What follows belongs to an exercise in optimizing a design on an open flow for small area and a short achievable clock period; a production flow would make more cautious choices. At most, simulation tests tie the RTL to the original design; equivalence was not proved.

// simple_fixed
module simple_fixed (
  input  logic                   clock,
  input  logic                   reset,
  input  logic [2:0]             instr_format,
  input  logic [10:0]            op_code,
  input  logic [6:0]             dest_reg_addr,
  input  logic [127:0]           src_reg_a,
  input  logic [127:0]           src_reg_b,
  input  logic [17:0]            imm_value,
  input  logic                   enable_reg_write,
  input  logic                   branch_is_taken,
  output logic [127:0]           wb_data,
  output logic [6:0]             wb_reg_addr,
  output logic                   wb_enable_reg_write
);
For scale: roughly 2900 cells after synthesis, about 410 flip-flops, roughly 440 I/O pins, about 0.022 sq mm of cells after synthesis.
==> module fx_execute, before the edit <==
module fx_execute (
  input  logic         reset,     
  input  logic         k_ar,      
  input  logic         k_ceq,
  input  logic         k_cgt,
  input  logic         lg_g,      
  input  logic         lg_p,
  input  logic         lg_n,
  input  logic         is_half,
  input  logic [127:0] p,
  input  logic [127:0] g,
  input  logic [3:0]   ps16,
  output logic [127:0] result
);
  for (genvar w = 0; w < 4; w++) begin : g_word
    logic [31:0] gg [0:5];
    logic [31:0] pp [0:5];
    logic [31:0] c, ps, sum;
    assign gg[0] = g[32*w +: 32];
    assign pp[0] = p[32*w +: 32];
    for (genvar l = 1; l <= 5; l++) begin : g_lv
      for (genvar i = 0; i < 32; i++) begin : g_bit
        if ((i >> (l - 1)) % 2 == 1) begin : g_op
          localparam int J = ((i >> (l - 1)) << (l - 1)) - 1;
          assign gg[l][i] = gg[l-1][i] | (pp[l-1][i] & gg[l-1][J]);
          assign pp[l][i] = pp[l-1][i] & pp[l-1][J];
        end else begin : g_cp
          assign gg[l][i] = gg[l-1][i];
          assign pp[l][i] = pp[l-1][i];
        end
      end
    end
    assign c  = {gg[5][30:0], 1'b0};
    assign ps = {p[32*w+17 +: 15], ps16[w], p[32*w +: 16]};
    assign sum = ps ^ {c[31:17], c[16] & ~is_half, c[15:0]};
    logic ovf_l, ovf_h, sgn_l, sgn_h, eq_l, eq_h;
    assign ovf_l = gg[5][14] ^ gg[5][15];
    assign sgn_l = p[32*w+15] ^ gg[5][15];
    assign ovf_h = gg[5][30] ^ gg[5][31];
    assign sgn_h = p[32*w+31] ^ gg[5][31];
    assign eq_l  = ~|ps[15:0];
    assign eq_h  = ~|ps[31:16];
    logic ovf_lo, sgn_lo, e_lo, e_hi;
    assign ovf_lo = is_half ? ovf_l : ovf_h;
    assign sgn_lo = is_half ? sgn_l : sgn_h;
    assign e_lo   = is_half ? eq_l : (eq_l & eq_h);
    assign e_hi   = is_half ? eq_h : (eq_l & eq_h);
    logic pass_lo, pass_hi, top_lo, rest_lo, top_hi, rest_hi;
    assign pass_lo = ~reset & k_ar & ~ovf_lo;
    assign pass_hi = ~reset & k_ar & ~ovf_h;
    assign rest_lo = ~reset & ((k_ar & ovf_lo & ~sgn_lo) | (k_cgt & sgn_lo) | (k_ceq & e_lo));
    assign top_lo  = ~reset & ((k_ar & ovf_lo & (is_half ? sgn_lo : ~sgn_lo)) |
                               (k_cgt & sgn_lo) | (k_ceq & e_lo));
    assign rest_hi = ~reset & ((k_ar & ovf_h & ~sgn_h) | (k_cgt & sgn_h) | (k_ceq & e_hi));
    assign top_hi  = ~reset & ((k_ar & ovf_h & sgn_h) | (k_cgt & sgn_h) | (k_ceq & e_hi));
    logic [31:0] lg, fill, pass;
    assign lg   = ({32{lg_g & ~reset}} & g[32*w +: 32]) | ({32{lg_p & ~reset}} & ps) |
                  ({32{lg_n & ~reset}} & ~g[32*w +: 32]);
    assign fill = {top_hi, {15{rest_hi}}, top_lo, {15{rest_lo}}};
    assign pass = {{16{pass_hi}}, {16{pass_lo}}};
    assign result[32*w +: 32] = (pass & sum) | fill | lg;
  end
endmodule
==> module simple_fixed, before the edit <==
module simple_fixed (
  input  logic                   clock,
  input  logic                   reset,
  input  logic [2:0]             instr_format,
  input  logic [10:0]            op_code,
  input  logic [6:0]             dest_reg_addr,
  input  logic [127:0]           src_reg_a,
  input  logic [127:0]           src_reg_b,
  input  logic [17:0]            imm_value,
  input  logic                   enable_reg_write,
  input  logic                   branch_is_taken,
  output logic [127:0]           wb_data,
  output logic [6:0]             wb_reg_addr,
  output logic                   wb_enable_reg_write
);
  logic k_add, k_sub, k_ceq, k_cgt, k_and, k_or, k_xor, k_nand;
  logic negate, is_half, is_imm, valid;
  fx_decode i_decode (
    .reset           (reset),
    .instr_format    (instr_format),
    .op_code         (op_code),
    .branch_is_taken (branch_is_taken),
    .k_add (k_add), .k_sub (k_sub), .k_ceq (k_ceq), .k_cgt (k_cgt),
    .k_and (k_and), .k_or (k_or), .k_xor (k_xor), .k_nand (k_nand),
    .negate (negate), .is_half (is_half), .is_imm (is_imm), .valid (valid)
  );
  logic         q_ar, q_ceq, q_cgt, q_lg_g, q_lg_p, q_lg_n, q_half, q_write;
  logic [127:0] q_p, q_g, result;
  logic [3:0]   q_ps16;
  logic [6:0]   q_dest;
  fx_issue_reg i_issue_reg (
    .clock (clock),
    .k_add (k_add), .k_sub (k_sub), .k_ceq (k_ceq), .k_cgt (k_cgt),
    .k_and (k_and), .k_or (k_or), .k_xor (k_xor), .k_nand (k_nand),
    .negate (negate), .is_half (is_half), .is_imm (is_imm),
    .src_a (src_reg_a), .src_b (src_reg_b), .imm (imm_value[9:0]),
    .in_dest  (valid ? dest_reg_addr : 7'd0),
    .in_write (valid & enable_reg_write),
    .q_ar (q_ar), .q_ceq (q_ceq), .q_cgt (q_cgt),
    .q_lg_g (q_lg_g), .q_lg_p (q_lg_p), .q_lg_n (q_lg_n), .q_half (q_half),
    .q_p (q_p), .q_g (q_g), .q_ps16 (q_ps16),
    .q_dest (q_dest), .q_write (q_write)
  );
  fx_execute i_execute (
    .reset (reset),
    .k_ar (q_ar), .k_ceq (q_ceq), .k_cgt (q_cgt),
    .lg_g (q_lg_g), .lg_p (q_lg_p), .lg_n (q_lg_n), .is_half (q_half),
    .p (q_p), .g (q_g), .ps16 (q_ps16),
    .result (result)
  );
  always_ff @(posedge clock) begin
    wb_data <= result;
    if (reset) begin
      wb_reg_addr         <= '0;
      wb_enable_reg_write <= 1'b0;
    end else begin
      wb_reg_addr         <= q_dest;
      wb_enable_reg_write <= q_write;
    end
  end
endmodule
==> flow/config.mk <==
export PLATFORM = sky130hd
export DESIGN_NAME = simple_fixed
export DESIGN_NICKNAME = simple_fixed
export VERILOG_FILES = /design/flow/design.v
export SDC_FILE = /design/flow/constraint.sdc
export NUM_CORES = 4
export LEC_CHECK = 0
export ABC_AREA = 1
export CAP_MARGIN = 20
export CORE_MARGIN = 2
export CORE_UTILIZATION = 40
export SETUP_SLACK_MARGIN = 2.75
export SLEW_MARGIN = 20
==> flow/constraint.sdc <==
create_clock -name core_clock -period 5.0 [get_ports {clock}]
set_input_delay 1.0000 -clock core_clock [delete_from_list [all_inputs] [get_ports {clock}]]
set_output_delay 1.0000 -clock core_clock [all_outputs]
set_load 0.01 [all_outputs]
standard.sh (not shown) runs the stock make flow with config.mk's settings and CLKGATE_MAP_FILE= SYNTH_SCRIPT=/design/flow/synth_recipe.tcl, a recipe that flattens the netlist after the stock synthesis.
==> flow/flow/run.sh <==
#!/bin/bash
# The standard layout (standard.sh: unchanged synthesis and steps) with two changes to how
# cells are chosen: the port buffers are the smallest buffer cell instead of the one
# buffer_ports picks by default, and clock tree synthesis uses clkbuf_4/clkbuf_8 in clusters
# of up to 16 sinks, without dummy loads. ORFS writes each step's log under orfs/logs/;
# make's own output goes to make_finish.log.
set -euo pipefail
cd "$(dirname "$0")/.."
bash standard.sh \
  "BUFFER_PORTS_ARGS=-buffer_cell sky130_fd_sc_hd__buf_1" \
  "CTS_ARGS=-sink_clustering_enable -repair_clock_nets -dont_use_dummy_load -buf_list {sky130_fd_sc_hd__clkbuf_4 sky130_fd_sc_hd__clkbuf_8} -sink_clustering_size 16 -sink_clustering_max_diameter 60" \
  finish > make_finish.log 2>&1
The first run passed the timing, DRC and antenna checks.
Rerun with:
--- a/flow/design.v
+++ b/flow/design.v
@@ -176,5 +176,4 @@
 `timescale 1ns/1ns
 module fx_execute (
-  input  logic         reset,     
   input  logic         k_ar,      
   input  logic         k_ceq,
@@ -211,8 +210,8 @@
     assign sum = ps ^ {c[31:17], c[16] & ~is_half, c[15:0]};
     logic ovf_l, ovf_h, sgn_l, sgn_h, eq_l, eq_h;
-    assign ovf_l = gg[5][14] ^ gg[5][15];
-    assign sgn_l = p[32*w+15] ^ gg[5][15];
-    assign ovf_h = gg[5][30] ^ gg[5][31];
-    assign sgn_h = p[32*w+31] ^ gg[5][31];
+    assign ovf_l = ~p[32*w+15] & (sum[15] ^ g[32*w+15]);
+    assign sgn_l = ovf_l ? g[32*w+15] : sum[15];
+    assign ovf_h = ~p[32*w+31] & (sum[31] ^ g[32*w+31]);
+    assign sgn_h = ovf_h ? g[32*w+31] : sum[31];
     assign eq_l  = ~|ps[15:0];
     assign eq_h  = ~|ps[31:16];
@@ -223,14 +222,13 @@
     assign e_hi   = is_half ? eq_h : (eq_l & eq_h);
     logic pass_lo, pass_hi, top_lo, rest_lo, top_hi, rest_hi;
-    assign pass_lo = ~reset & k_ar & ~ovf_lo;
-    assign pass_hi = ~reset & k_ar & ~ovf_h;
-    assign rest_lo = ~reset & ((k_ar & ovf_lo & ~sgn_lo) | (k_cgt & sgn_lo) | (k_ceq & e_lo));
-    assign top_lo  = ~reset & ((k_ar & ovf_lo & (is_half ? sgn_lo : ~sgn_lo)) |
-                               (k_cgt & sgn_lo) | (k_ceq & e_lo));
-    assign rest_hi = ~reset & ((k_ar & ovf_h & ~sgn_h) | (k_cgt & sgn_h) | (k_ceq & e_hi));
-    assign top_hi  = ~reset & ((k_ar & ovf_h & sgn_h) | (k_cgt & sgn_h) | (k_ceq & e_hi));
+    assign pass_lo = k_ar & ~ovf_lo;
+    assign pass_hi = k_ar & ~ovf_h;
+    assign rest_lo = (k_ar & ovf_lo & ~sgn_lo) | (k_cgt & sgn_lo) | (k_ceq & e_lo);
+    assign top_lo  = (k_ar & ovf_lo & (is_half ? sgn_lo : ~sgn_lo)) | (k_cgt & sgn_lo) |
+                     (k_ceq & e_lo);
+    assign rest_hi = (k_ar & ovf_h & ~sgn_h) | (k_cgt & sgn_h) | (k_ceq & e_hi);
+    assign top_hi  = (k_ar & ovf_h & sgn_h) | (k_cgt & sgn_h) | (k_ceq & e_hi);
     logic [31:0] lg, fill, pass;
-    assign lg   = ({32{lg_g & ~reset}} & g[32*w +: 32]) | ({32{lg_p & ~reset}} & ps) |
-                  ({32{lg_n & ~reset}} & ~g[32*w +: 32]);
+    assign lg   = ({32{lg_g}} & g[32*w +: 32]) | ({32{lg_p}} & ps) | ({32{lg_n}} & ~g[32*w +: 32]);
     assign fill = {top_hi, {15{rest_hi}}, top_lo, {15{rest_lo}}};
     assign pass = {{16{pass_hi}}, {16{pass_lo}}};
@@ -283,5 +281,4 @@
   );
   fx_execute i_execute (
-    .reset (reset),
     .k_ar (q_ar), .k_ceq (q_ceq), .k_cgt (q_cgt),
     .lg_g (q_lg_g), .lg_p (q_lg_p), .lg_n (q_lg_n), .is_half (q_half),
@@ -290,9 +287,10 @@
   );
   always_ff @(posedge clock) begin
-    wb_data <= result;
     if (reset) begin
+      wb_data             <= '0;
       wb_reg_addr         <= '0;
       wb_enable_reg_write <= 1'b0;
     end else begin
+      wb_data             <= result;
       wb_reg_addr         <= q_dest;
       wb_enable_reg_write <= q_write;
The changed run finished with timing, DRC and antenna clean.
Clock skew came out higher by 11 ps.
Fmax came out higher by about 0.9%.
Worst setup slack improved by 20 ps.
Critical path depth came out higher by 3.
Die area came out higher by 1.2%.
Via count came out higher by 0.92%.
Non-clock buffer count came out lower by 27.
Final cell count came out lower by about 0.7%.
For the first run of this note, only the layout was checked, not whether the RTL still works.

what the ideal ports hide:
The flow's constraints put no driver on any port. The routed layouts listed below were extracted and timed again, unchanged, in two steps.
Step 1 (the two cells are an assumption about what drives the block):
set clk [get_ports {clock}]
set_driving_cell -lib_cell sky130_fd_sc_hd__clkbuf_16 $clk
set_driving_cell -lib_cell sky130_fd_sc_hd__buf_2 [delete_from_list [all_inputs] $clk]
Step 2 adds t to the input delays and takes it off the output delays; t is the mean of the earliest and latest rising clock arrival at the registers after step 1. Input paths then give back, and output paths get back, about the clock's delay inside the block.
Slacks: no drivers / after step 1 / after step 2; pairs: no drivers / after step 1.
| run | t, ns | setup slack, ns | worst setup path at the end | latest minus earliest clock arrival (ns) |
|---|---|---|---|---|
| the first run | 0.684 | 2.762 / 2.732 / 2.134 | input to register | 0.055 / 0.056 |
| the second run | 0.664 | 2.782 / 2.747 / 2.147 | input to register | 0.069 / 0.068 |
After both steps setup and hold are still met in every run listed. For the second run, which loses most, drivers alone change the setup slack by -0.035 ns; drivers and shift together by -0.635 ns.
